This is an optimization exercise on Yosys and OpenROAD, whose aim is small area, not a production implementation. Only simulation tests tie the RTL to the original design; equivalence was not proved.

==> inputs of job 240 <==
==> flow/design.v <==
package gpu_pkg;
  localparam logic [1:0] RESP_OKAY   = 2'b00;
  localparam logic [1:0] RESP_SLVERR = 2'b10;
endpackage
`timescale 1ns/1ns
module gpu_top (
  input  logic                         Clk,
  input  logic                         rst_n,
  input  logic [13-1:0]   s_axi_awaddr,
  input  logic [2:0]                   s_axi_awprot,
  input  logic                         s_axi_awvalid,
  output logic                         s_axi_awready,
  input  logic [32-1:0]   s_axi_wdata,
  input  logic [32/8-1:0] s_axi_wstrb,
  input  logic                         s_axi_wvalid,
  output logic                         s_axi_wready,
  output logic [1:0]                   s_axi_bresp,
  output logic                         s_axi_bvalid,
  input  logic                         s_axi_bready,
  input  logic [13-1:0]   s_axi_araddr,
  input  logic [2:0]                   s_axi_arprot,
  input  logic                         s_axi_arvalid,
  output logic                         s_axi_arready,
  output logic [32-1:0]   s_axi_rdata,
  output logic [1:0]                   s_axi_rresp,
  output logic                         s_axi_rvalid,
  input  logic                         s_axi_rready,
  output logic [3:0]                   red,
  output logic [3:0]                   green,
  output logic [3:0]                   blue,
  output logic                         hsync,
  output logic                         vsync,
  output logic                         vde
);
  function automatic logic [3:0] tile_slot(input logic [3:0] c);
    tile_slot = {~c[0] ^ (c[3:1] == 3'd0), c[3:1]};
  endfunction
  logic [7:0]  h;             
  logic [7:0]  v;             
  logic [15:0] frame_count;
  logic [1:0]  fc_we;
  logic        line_end;
  assign line_end = (h == 8'd143);
  always_ff @(posedge Clk) begin
    if (!rst_n) begin
      h <= '0;
      v <= '0;
      frame_count <= '0;
    end else begin
      h <= line_end ? 8'd0 : h + 8'd1;
      if (line_end) v <= (v == 8'd133) ? 8'd0 : v + 8'd1;
      if (line_end && v == 8'd133) frame_count <= frame_count + 16'd1;
      if (fc_we[0]) frame_count[7:0]  <= s_axi_wdata[7:0];
      if (fc_we[1]) frame_count[15:8] <= s_axi_wdata[15:8];
    end
  end
  assign vde   = (h >= 8'd2) && (h <= 8'd129) && !v[7];
  assign hsync = !((h >= 8'd134) && (h <= 8'd141));
  assign vsync = (h >= 8'd2) ? !((v == 8'd130) || (v == 8'd131))
                             : !((v == 8'd131) || (v == 8'd132));
  logic [15:0]  ring_we;
  logic [11:0]  row_out;
  logic [3:0]   row_sel;
  logic [191:0] heads;
  for (genvar r = 0; r < 16; r++) begin : g_row
    for (genvar k = 0; k < 12; k++) begin : g_bit
      logic [15:0] q;
      always_ff @(posedge Clk) begin
        q <= {ring_we[r] ? s_axi_wdata[k] : q[0], q[15:1]};
      end
      assign heads[12*r + k] = q[0];
    end
  end
  assign row_out = heads[12*row_sel +: 12];
  logic [7:0]  hw;
  logic [4:0]  win;
  logic        disp_load;
  logic [11:0] pre;
  logic [11:0] cur;
  assign hw        = (h >= 8'd137) ? h - 8'd137 : h + 8'd7;
  assign win       = hw[7:3];
  assign disp_load = !win[4] && (tile_slot(win[3:0]) == h[3:0]);
  always_ff @(posedge Clk) begin
    if (disp_load) pre <= enable ? row_out : bg_color;
  end
  always_ff @(posedge Clk) begin
    if (!rst_n) begin
      cur <= '0;
    end else if (h[2:0] == 3'd1) begin
      cur <= (!h[7] && !v[7]) ? pre : 12'd0;
    end
  end
  assign {red, green, blue} = cur;
  logic        enable;
  logic [11:0] bg_color;
  logic        aw_ctrl, aw_bg, aw_status, aw_tile;
  logic        ar_ctrl, ar_bg, ar_status, ar_tile;
  logic        wr_pend, wr_match, wr_armed, wr_fire;
  logic        rd_ok, rd_fire;
  assign aw_ctrl   = (s_axi_awaddr == 13'h000);
  assign aw_bg     = (s_axi_awaddr == 13'h004);
  assign aw_status = (s_axi_awaddr == 13'h008);
  assign aw_tile   = (s_axi_awaddr[12:10] == 3'b100);
  assign ar_ctrl   = (s_axi_araddr == 13'h000);
  assign ar_bg     = (s_axi_araddr == 13'h004);
  assign ar_status = (s_axi_araddr == 13'h008);
  assign ar_tile   = (s_axi_araddr[12:10] == 3'b100);
  assign wr_pend  = s_axi_awvalid && s_axi_wvalid && !s_axi_bvalid;
  assign wr_match = wr_pend && (tile_slot(s_axi_awaddr[5:2]) == h[3:0]);
  assign wr_fire  = wr_match && wr_armed;
  assign s_axi_awready = wr_fire;
  assign s_axi_wready  = wr_fire;
  for (genvar r = 0; r < 16; r++) begin : g_we
    assign ring_we[r] = wr_match && aw_tile && (s_axi_wstrb[1:0] == 2'b11) &&
                        (s_axi_awaddr[9:6] == r);
  end
  assign fc_we = {2{wr_fire && aw_status}} & s_axi_wstrb[1:0];
  always_ff @(posedge Clk) begin
    if (!rst_n) begin
      wr_armed       <= 1'b0;
      s_axi_bvalid   <= 1'b0;
      enable         <= 1'b0;
      bg_color       <= '0;
    end else begin
      if (wr_match) wr_armed <= !wr_armed;
      if (wr_fire) s_axi_bvalid <= 1'b1;
      else if (s_axi_bready) s_axi_bvalid <= 1'b0;
      if (wr_match && aw_ctrl && s_axi_wstrb[0]) enable <= s_axi_wdata[0];
      if (wr_match && aw_bg && s_axi_wstrb[0]) bg_color[7:0]  <= s_axi_wdata[7:0];
      if (wr_match && aw_bg && s_axi_wstrb[1]) bg_color[11:8] <= s_axi_wdata[11:8];
    end
  end
  logic bresp_err;
  always_ff @(posedge Clk) begin
    if (wr_fire) bresp_err <= !(aw_ctrl || aw_bg || aw_status || aw_tile);
  end
  assign s_axi_bresp = {bresp_err, 1'b0};
  logic ar_wait;
  assign rd_ok   = !ar_tile || ((tile_slot(s_axi_araddr[5:2]) == h[3:0]) && !disp_load);
  assign s_axi_arready = ar_wait && rd_ok;
  assign rd_fire = s_axi_arready && s_axi_arvalid;
  assign row_sel = disp_load ? v[6:3] : s_axi_araddr[9:6];
  logic [16:0] rdata_q;
  logic        rresp_err;
  always_ff @(posedge Clk) begin
    if (!rst_n) ar_wait <= 1'b0;
    else        ar_wait <= s_axi_arvalid && !rd_fire;
  end
  always_ff @(posedge Clk) begin
    if (!rst_n) begin
      s_axi_rvalid <= 1'b0;
    end else if (rd_fire) begin
      s_axi_rvalid <= 1'b1;
    end else if (s_axi_rready) begin
      s_axi_rvalid <= 1'b0;
    end
  end
  always_ff @(posedge Clk) begin
    if (rd_fire) begin
      rresp_err <= !(ar_ctrl || ar_bg || ar_status || ar_tile);
      rdata_q   <= ar_tile   ? {5'd0, row_out} :
                   ar_ctrl   ? {16'd0, enable} :
                   ar_bg     ? {5'd0, bg_color} :
                   ar_status ? {v >= 8'd128, frame_count} : 17'd0;
    end
  end
  assign s_axi_rdata = {15'd0, rdata_q};
  assign s_axi_rresp = {rresp_err, 1'b0};
endmodule
==> flow/run.sh <==
#!/bin/bash
# synth_recipe.tcl (not shown) runs the flow's synth.tcl, then flattens the netlist and writes it again
# the make line also repeats each setting of config.mk as NAME=value (left out here)
make -C /OpenROAD-flow-scripts/flow DESIGN_CONFIG=/design/flow/config.mk WORK_HOME=/design/flow/orfs CLKGATE_MAP_FILE= SYNTH_SCRIPT=/design/flow/synth_recipe.tcl finish
==> flow/config.mk <==
export PLATFORM = sky130hd
export DESIGN_NAME = gpu_top
export DESIGN_NICKNAME = gpu_top
export VERILOG_FILES = /design/flow/design.v
export SDC_FILE = /design/flow/constraint.sdc
export NUM_CORES = 4
export LEC_CHECK = 0
export ABC_AREA = 1
export CAP_MARGIN = 20
export CORE_MARGIN = 2
export CORE_UTILIZATION = 75
export CTS_BUF_LIST = sky130_fd_sc_hd__clkbuf_8
export CTS_CLUSTER_DIAMETER = 60
export CTS_CLUSTER_SIZE = 20
export SLEW_MARGIN = 20
==> flow/constraint.sdc <==
create_clock -name core_clock -period 10.0 [get_ports {Clk}]
set_input_delay 2.0000 -clock core_clock [delete_from_list [all_inputs] [get_ports {Clk}]]
set_output_delay 2.0000 -clock core_clock [all_outputs]
set_load 0.01 [all_outputs]
==> inputs of job 2390, as changes to job 240 <==
--- a/flow/design.v
+++ b/flow/design.v
@@ -58,28 +58,33 @@
   assign hsync = !((h >= 8'd134) && (h <= 8'd141));
   assign vsync = (h >= 8'd2) ? !((v == 8'd130) || (v == 8'd131))
                              : !((v == 8'd131) || (v == 8'd132));
-  logic [15:0]  ring_we;
+  logic [3:0]   ring_we;      
   logic [11:0]  row_out;
-  logic [3:0]   row_sel;
-  logic [191:0] heads;
-  for (genvar r = 0; r < 16; r++) begin : g_row
-    for (genvar k = 0; k < 12; k++) begin : g_bit
-      logic [15:0] q;
-      always_ff @(posedge Clk) begin
-        q <= {ring_we[r] ? s_axi_wdata[k] : q[0], q[15:1]};
-      end
-      assign heads[12*r + k] = q[0];
-    end
-  end
-  assign row_out = heads[12*row_sel +: 12];
-  logic [7:0]  hw;
-  logic [4:0]  win;
+  logic [3:0]   tap_sel;
+  logic [15:0]  taps [12];
+  for (genvar k = 0; k < 12; k++) begin : g_bit
+    logic [143:0] q0;
+    logic [47:0]  q1, q2;
+    logic [15:0]  q3;
+    always_ff @(posedge Clk) begin
+      q0 <= {ring_we[0] ? s_axi_wdata[k] : q0[0], q0[143:1]};
+      q1 <= {ring_we[1] ? s_axi_wdata[k] : q1[0], q1[47:1]};
+      q2 <= {ring_we[2] ? s_axi_wdata[k] : q2[0], q2[47:1]};
+      q3 <= {ring_we[3] ? s_axi_wdata[k] : q3[0], q3[15:1]};
+    end
+    assign taps[k] = {q3[0], q2[32], q2[16], q2[0], q1[32], q1[16], q1[0],
+                      q0[128], q0[112], q0[96], q0[80], q0[64], q0[48], q0[32], q0[16], q0[0]};
+    assign row_out[k] = taps[k][tap_sel];
+  end
   logic        disp_load;
   logic [11:0] pre;
   logic [11:0] cur;
-  assign hw        = (h >= 8'd137) ? h - 8'd137 : h + 8'd7;
-  assign win       = hw[7:3];
-  assign disp_load = !win[4] && (tile_slot(win[3:0]) == h[3:0]);
+  function automatic logic loads(input logic [7:0] hh);
+    logic [7:0] w;
+    w = (hh >= 8'd137) ? hh - 8'd137 : hh + 8'd7;
+    loads = !w[7] && (tile_slot(w[6:3]) == hh[3:0]);
+  endfunction
+  assign disp_load = loads(h);
   always_ff @(posedge Clk) begin
     if (disp_load) pre <= enable ? row_out : bg_color;
   end
@@ -95,8 +100,6 @@
   logic [11:0] bg_color;
   logic        aw_ctrl, aw_bg, aw_status, aw_tile;
   logic        ar_ctrl, ar_bg, ar_status, ar_tile;
-  logic        wr_pend, wr_match, wr_armed, wr_fire;
-  logic        rd_ok, rd_fire;
   assign aw_ctrl   = (s_axi_awaddr == 13'h000);
   assign aw_bg     = (s_axi_awaddr == 13'h004);
   assign aw_status = (s_axi_awaddr == 13'h008);
@@ -105,15 +108,38 @@
   assign ar_bg     = (s_axi_araddr == 13'h004);
   assign ar_status = (s_axi_araddr == 13'h008);
   assign ar_tile   = (s_axi_araddr[12:10] == 3'b100);
-  assign wr_pend  = s_axi_awvalid && s_axi_wvalid && !s_axi_bvalid;
-  assign wr_match = wr_pend && (tile_slot(s_axi_awaddr[5:2]) == h[3:0]);
-  assign wr_fire  = wr_match && wr_armed;
+  logic [3:0] aw_row, aw_g, wk;
+  logic       wk_ok;
+  logic       row_at_head;
+  logic       wr_pend, wr_slot, wr_do, wr_armed, wr_fire;
+  assign aw_row = s_axi_awaddr[9:6];
+  always_comb begin
+    if (aw_row <= 4'd8)       aw_g = aw_row;
+    else if (aw_row <= 4'd11) aw_g = aw_row - 4'd9;
+    else if (aw_row <= 4'd14) aw_g = aw_row - 4'd12;
+    else                      aw_g = 4'd0;
+  end
+  always_ff @(posedge Clk) begin
+    if (!wr_pend) begin
+      wk_ok <= 1'b0;
+    end else if (wr_slot) begin
+      wk_ok <= wk_ok || disp_load;
+      wk    <= disp_load ? 4'd1 : wk + 4'd1;
+    end
+  end
+  assign row_at_head = disp_load ? (aw_g == 4'd0) : (wk_ok && (wk == aw_g));
+  assign wr_pend = s_axi_awvalid && s_axi_wvalid && !s_axi_bvalid;
+  assign wr_slot = wr_pend && (tile_slot(s_axi_awaddr[5:2]) == h[3:0]);
+  assign wr_do   = wr_slot && (!aw_tile || row_at_head);
+  assign wr_fire = wr_slot && wr_armed;
   assign s_axi_awready = wr_fire;
   assign s_axi_wready  = wr_fire;
-  for (genvar r = 0; r < 16; r++) begin : g_we
-    assign ring_we[r] = wr_match && aw_tile && (s_axi_wstrb[1:0] == 2'b11) &&
-                        (s_axi_awaddr[9:6] == r);
-  end
+  logic tile_we;
+  assign tile_we    = wr_do && aw_tile && (s_axi_wstrb[1:0] == 2'b11);
+  assign ring_we[0] = tile_we && (aw_row <= 4'd8);
+  assign ring_we[1] = tile_we && (aw_row >= 4'd9) && (aw_row <= 4'd11);
+  assign ring_we[2] = tile_we && (aw_row >= 4'd12) && (aw_row <= 4'd14);
+  assign ring_we[3] = tile_we && (aw_row == 4'd15);
   assign fc_we = {2{wr_fire && aw_status}} & s_axi_wstrb[1:0];
   always_ff @(posedge Clk) begin
     if (!rst_n) begin
@@ -122,12 +148,13 @@
       enable         <= 1'b0;
       bg_color       <= '0;
     end else begin
-      if (wr_match) wr_armed <= !wr_armed;
+      if (wr_fire) wr_armed <= 1'b0;
+      else if (wr_do) wr_armed <= 1'b1;
       if (wr_fire) s_axi_bvalid <= 1'b1;
       else if (s_axi_bready) s_axi_bvalid <= 1'b0;
-      if (wr_match && aw_ctrl && s_axi_wstrb[0]) enable <= s_axi_wdata[0];
-      if (wr_match && aw_bg && s_axi_wstrb[0]) bg_color[7:0]  <= s_axi_wdata[7:0];
-      if (wr_match && aw_bg && s_axi_wstrb[1]) bg_color[11:8] <= s_axi_wdata[11:8];
+      if (wr_do && aw_ctrl && s_axi_wstrb[0]) enable <= s_axi_wdata[0];
+      if (wr_do && aw_bg && s_axi_wstrb[0]) bg_color[7:0]  <= s_axi_wdata[7:0];
+      if (wr_do && aw_bg && s_axi_wstrb[1]) bg_color[11:8] <= s_axi_wdata[11:8];
     end
   end
   logic bresp_err;
@@ -135,11 +162,35 @@
     if (wr_fire) bresp_err <= !(aw_ctrl || aw_bg || aw_status || aw_tile);
   end
   assign s_axi_bresp = {bresp_err, 1'b0};
-  logic ar_wait;
-  assign rd_ok   = !ar_tile || ((tile_slot(s_axi_araddr[5:2]) == h[3:0]) && !disp_load);
+  logic [3:0]  ar_row;
+  logic [3:0]  bus_tap;
+  logic        ar_wait, rd_ok, rd_fire;
+  assign ar_row = s_axi_araddr[9:6];
+  always_comb begin
+    case (ar_row)
+      4'd0:    bus_tap = 4'd8;
+      4'd9:    bus_tap = 4'd11;
+      4'd12:   bus_tap = 4'd14;
+      4'd15:   bus_tap = 4'd15;
+      default: bus_tap = ar_row - 4'd1;
+    endcase
+  end
+  logic [7:0] h_next;
+  logic [3:0] drow_next;
+  assign h_next    = line_end ? 8'd0 : h + 8'd1;
+  assign drow_next = v[6:3] + {3'd0, line_end && (v[2:0] == 3'd7)};
+  always_ff @(posedge Clk) begin
+    tap_sel <= loads(h_next) ? drow_next : bus_tap;
+  end
+  logic rd_slot, rk;
+  assign rd_slot = ar_wait && (tile_slot(s_axi_araddr[5:2]) == h[3:0]);
+  always_ff @(posedge Clk) begin
+    if (!ar_wait)     rk <= 1'b0;
+    else if (rd_slot) rk <= disp_load;
+  end
+  assign rd_ok   = !ar_tile || (rd_slot && rk);
   assign s_axi_arready = ar_wait && rd_ok;
   assign rd_fire = s_axi_arready && s_axi_arvalid;
-  assign row_sel = disp_load ? v[6:3] : s_axi_araddr[9:6];
   logic [16:0] rdata_q;
   logic        rresp_err;
   always_ff @(posedge Clk) begin
==> flow/flow/run.sh (new file) <==
#!/bin/bash
# The standard layout (standard.sh), with two changes: the port buffers are
# the smallest buffer cell, and clock tree synthesis adds no dummy loads.
set -euo pipefail
export BUFFER_PORTS_ARGS="-buffer_cell sky130_fd_sc_hd__buf_1"
export CTS_ARGS="-sink_clustering_enable -repair_clock_nets -dont_use_dummy_load -sink_clustering_size 20 -sink_clustering_max_diameter 50 -buf_list sky130_fd_sc_hd__clkbuf_8"
bash standard.sh finish > standard_flow.log 2>&1
==> flow/standard.sh (new file) <==
#!/bin/bash
# synth_recipe.tcl (not shown) runs the flow's synth.tcl, then flattens the netlist and writes it again
# the make line also repeats each setting of config.mk as NAME=value (left out here)
make -C /OpenROAD-flow-scripts/flow DESIGN_CONFIG=/design/flow/config.mk WORK_HOME=/design/flow/orfs CLKGATE_MAP_FILE= SYNTH_SCRIPT=/design/flow/synth_recipe.tcl "${@:-finish}"
- ABC_AREA: 1 -> 0
- CTS_BUF_LIST: sky130_fd_sc_hd__clkbuf_8 -> unset
- CTS_CLUSTER_DIAMETER: 60 -> unset
- CTS_CLUSTER_SIZE: 20 -> unset
removed: flow/run.sh
==> inputs of job 3142, as changes to job 240 <==
- ABC_AREA: 1 -> unset
- CORE_UTILIZATION: 75 -> 40
- CTS_BUF_LIST: sky130_fd_sc_hd__clkbuf_8 -> unset
- CTS_CLUSTER_DIAMETER: 60 -> unset
- CTS_CLUSTER_SIZE: 20 -> unset
==> inputs of job 1096, as changes to job 240 <==
--- a/flow/design.v
+++ b/flow/design.v
@@ -58,20 +58,48 @@
   assign hsync = !((h >= 8'd134) && (h <= 8'd141));
   assign vsync = (h >= 8'd2) ? !((v == 8'd130) || (v == 8'd131))
                              : !((v == 8'd131) || (v == 8'd132));
-  logic [15:0]  ring_we;
+  logic [3:0]   ring_we;      
   logic [11:0]  row_out;
   logic [3:0]   row_sel;
-  logic [191:0] heads;
-  for (genvar r = 0; r < 16; r++) begin : g_row
-    for (genvar k = 0; k < 12; k++) begin : g_bit
-      logic [15:0] q;
-      always_ff @(posedge Clk) begin
-        q <= {ring_we[r] ? s_axi_wdata[k] : q[0], q[15:1]};
-      end
-      assign heads[12*r + k] = q[0];
-    end
-  end
-  assign row_out = heads[12*row_sel +: 12];
+  logic [3:0]   tap_sel;
+  logic [1:0]   a3;
+  logic [15:0]  taps [12];
+  for (genvar k = 0; k < 12; k++) begin : g_bit
+    logic [143:0] q0;
+    logic [47:0]  q1, q2;
+    logic [15:0]  q3;
+    always_ff @(posedge Clk) begin
+      q0 <= {ring_we[0] ? s_axi_wdata[k] : q0[0], q0[143:1]};
+      q1 <= {ring_we[1] ? s_axi_wdata[k] : q1[0], q1[47:1]};
+      q2 <= {ring_we[2] ? s_axi_wdata[k] : q2[0], q2[47:1]};
+      q3 <= {ring_we[3] ? s_axi_wdata[k] : q3[0], q3[15:1]};
+    end
+    assign taps[k] = {q3[0], q2[32], q2[16], q2[0], q1[32], q1[16], q1[0],
+                      q0[128], q0[112], q0[96], q0[80], q0[64], q0[48], q0[32], q0[16], q0[0]};
+    assign row_out[k] = taps[k][tap_sel];
+  end
+  always_comb begin
+    case (h[7:4])
+      4'd1, 4'd4, 4'd7: a3 = 2'd1;
+      4'd2, 4'd5, 4'd8: a3 = 2'd2;
+      default:          a3 = 2'd0;
+    endcase
+  end
+  function automatic logic [1:0] sub3(input logic [1:0] x, input logic [1:0] y);
+    logic [2:0] d;
+    d = {1'b0, x} + 3'd3 - {1'b0, y};
+    sub3 = (d >= 3'd3) ? 2'(d - 3'd3) : d[1:0];
+  endfunction
+  always_comb begin
+    if (row_sel <= 4'd8)
+      tap_sel = (row_sel >= h[7:4]) ? row_sel - h[7:4] : row_sel + 4'd9 - h[7:4];
+    else if (row_sel <= 4'd11)
+      tap_sel = 4'd9 + {2'd0, sub3(2'(row_sel - 4'd9), a3)};
+    else if (row_sel <= 4'd14)
+      tap_sel = 4'd12 + {2'd0, sub3(2'(row_sel - 4'd12), a3)};
+    else
+      tap_sel = 4'd15;
+  end
   logic [7:0]  hw;
   logic [4:0]  win;
   logic        disp_load;
@@ -105,15 +133,29 @@
   assign ar_bg     = (s_axi_araddr == 13'h004);
   assign ar_status = (s_axi_araddr == 13'h008);
   assign ar_tile   = (s_axi_araddr[12:10] == 3'b100);
+  logic [3:0] aw_row;
+  logic       row_at_head;
+  logic       wr_slot, wr_do;
+  assign aw_row   = s_axi_awaddr[9:6];
   assign wr_pend  = s_axi_awvalid && s_axi_wvalid && !s_axi_bvalid;
-  assign wr_match = wr_pend && (tile_slot(s_axi_awaddr[5:2]) == h[3:0]);
-  assign wr_fire  = wr_match && wr_armed;
+  assign wr_slot  = wr_pend && (tile_slot(s_axi_awaddr[5:2]) == h[3:0]);
+  assign wr_fire  = wr_slot && wr_armed;
+  always_comb begin
+    if (aw_row <= 4'd8)       row_at_head = (aw_row == h[7:4]);
+    else if (aw_row <= 4'd11) row_at_head = (2'(aw_row - 4'd9) == a3);
+    else if (aw_row <= 4'd14) row_at_head = (2'(aw_row - 4'd12) == a3);
+    else                      row_at_head = 1'b1;
+  end
+  assign wr_do    = wr_slot && (!aw_tile || row_at_head);
+  assign wr_match = wr_do;
   assign s_axi_awready = wr_fire;
   assign s_axi_wready  = wr_fire;
-  for (genvar r = 0; r < 16; r++) begin : g_we
-    assign ring_we[r] = wr_match && aw_tile && (s_axi_wstrb[1:0] == 2'b11) &&
-                        (s_axi_awaddr[9:6] == r);
-  end
+  logic tile_we;
+  assign tile_we    = wr_do && aw_tile && (s_axi_wstrb[1:0] == 2'b11);
+  assign ring_we[0] = tile_we && (aw_row <= 4'd8);
+  assign ring_we[1] = tile_we && (aw_row >= 4'd9) && (aw_row <= 4'd11);
+  assign ring_we[2] = tile_we && (aw_row >= 4'd12) && (aw_row <= 4'd14);
+  assign ring_we[3] = tile_we && (aw_row == 4'd15);
   assign fc_we = {2{wr_fire && aw_status}} & s_axi_wstrb[1:0];
   always_ff @(posedge Clk) begin
     if (!rst_n) begin
@@ -122,7 +164,8 @@
       enable         <= 1'b0;
       bg_color       <= '0;
     end else begin
-      if (wr_match) wr_armed <= !wr_armed;
+      if (wr_fire) wr_armed <= 1'b0;
+      else if (wr_do) wr_armed <= 1'b1;
       if (wr_fire) s_axi_bvalid <= 1'b1;
       else if (s_axi_bready) s_axi_bvalid <= 1'b0;
       if (wr_match && aw_ctrl && s_axi_wstrb[0]) enable <= s_axi_wdata[0];
- ABC_AREA: 1 -> unset
- CORE_UTILIZATION: 75 -> 60
==> out/metrics.cfg <==
[grt]
grt_pass1_vias = 29650

[sta]
fin_skew_ns = 0.05363

[final_layout]
largest_register_ffs = 3072
n_all_buffers = 132
utilization = 0.4732
multi_input_cells = 995

[floorplan]
die_area_sq_mm = 0.1824

[clock_network]
cts_root_buffer = clkbuf_16

[synth]
synth_cells = 4327

[setup_path]
reg2reg_depth = 14

[status]
status = no timing/DRC/antenna violations

Source of the figures above: job 3142

==> out/metrics.cfg <==
[grt]
top_usage_layer = met2
grt_pass1_vias = 27420

[clock_network]
cts_buffers = 182

[final_layout]
n_all_buffers = 99
drive_gt1_frac = 0.07586
largest_register_ffs = 1728

[setup_path]
reg2reg_depth = 12
cp-endpoint = s_axi_wready
path_buf_inv = 2
timing.rr.end = g_bit[1].q2[47]

[floorplan]
die_area_sq_mm = 0.09556

[place]
port_buffers = 89

[synth]
synth_cells = 3901

[sta]
fin_skew_ns = 0.1066

[status]
status = no timing/DRC/antenna violations

Source of the figures above: job 2390

==> out/metrics.cfg <==
[floorplan]
die_area_sq_mm = 0.09742

[routing]
routed.top_layer = met5

[status]
status = no timing/DRC/antenna violations

[synth]
synth_cells = 4815
synth_top_area_cell = dfxtp_1

[sta]
fin_skew_ns = 0.03653

[final_layout]
multi_input_cells = 1264
utilization = 0.8039
largest_register_ffs = 3072
n_all_buffers = 114

[clock_network]
cts_htree_levels = 4
cts_root_buffer = clkbuf_8

[grt]
grt_pass1_vias = 30270

[setup_path]
reg2reg_depth = 22

Source of the figures above: job 240

==> out/metrics.cfg <==
[grt]
grt_pass1_vias = 25850

[setup_path]
r2r_slack_ns = 2.06
reg2reg_depth = 25

[final_layout]
largest_register_ffs = 1728
utilization = 0.6532
multi_input_cells = 769
fillCellCount = 8224
n_all_buffers = 110

[status]
status = no timing/DRC/antenna violations

[synth]
ys.flop_type = dfxtp_1

[floorplan]
die_area_sq_mm = 0.1207

[sta]
slew_headroom = 0.1523

Source of the figures above: job 1096

## what the ideal ports hide
Ports are ideal in the flow. The routed layouts listed here were re-timed in OpenROAD.
Step 1: set_driving_cell puts a clkbuf_16 on Clk and a buf_2 on each other input, an assumption about the parent block.
Step 2, shift: input delay + t, output delay - t, t = (earliest + latest rising clock arrival at the registers) / 2. This alone moves slack from input paths to output paths.
Slacks: no drivers / after step 1 / after step 2; pairs: no drivers / after step 1.
| run | t, ns | slack for setup (ns) | worst hold slack (ns) | latest minus earliest clock arrival (ns) |
|---|---|---|---|---|
| job 240 | 0.910 | 3.265 / 3.238 / 3.238 | 0.310 / 0.310 / 0.310 | 0.043 / 0.044 |
| job 2390 | 0.890 | 4.229 / 4.087 / 4.087 | 0.262 / 0.262 / 0.262 | 0.107 / 0.107 |
| job 3142 | 0.935 | 3.377 / 3.299 / 3.578 | 0.276 / 0.276 / 0.276 | 0.066 / 0.065 |
| job 1096 | 0.945 | 2.056 / 2.056 / 2.056 | 0.307 / 0.307 / 0.307 | 0.048 / 0.048 |
After both steps setup and hold are still met in every run listed. For job 2390, which loses most, drivers alone change the setup slack by -0.142 ns; drivers and shift together by -0.142 ns.
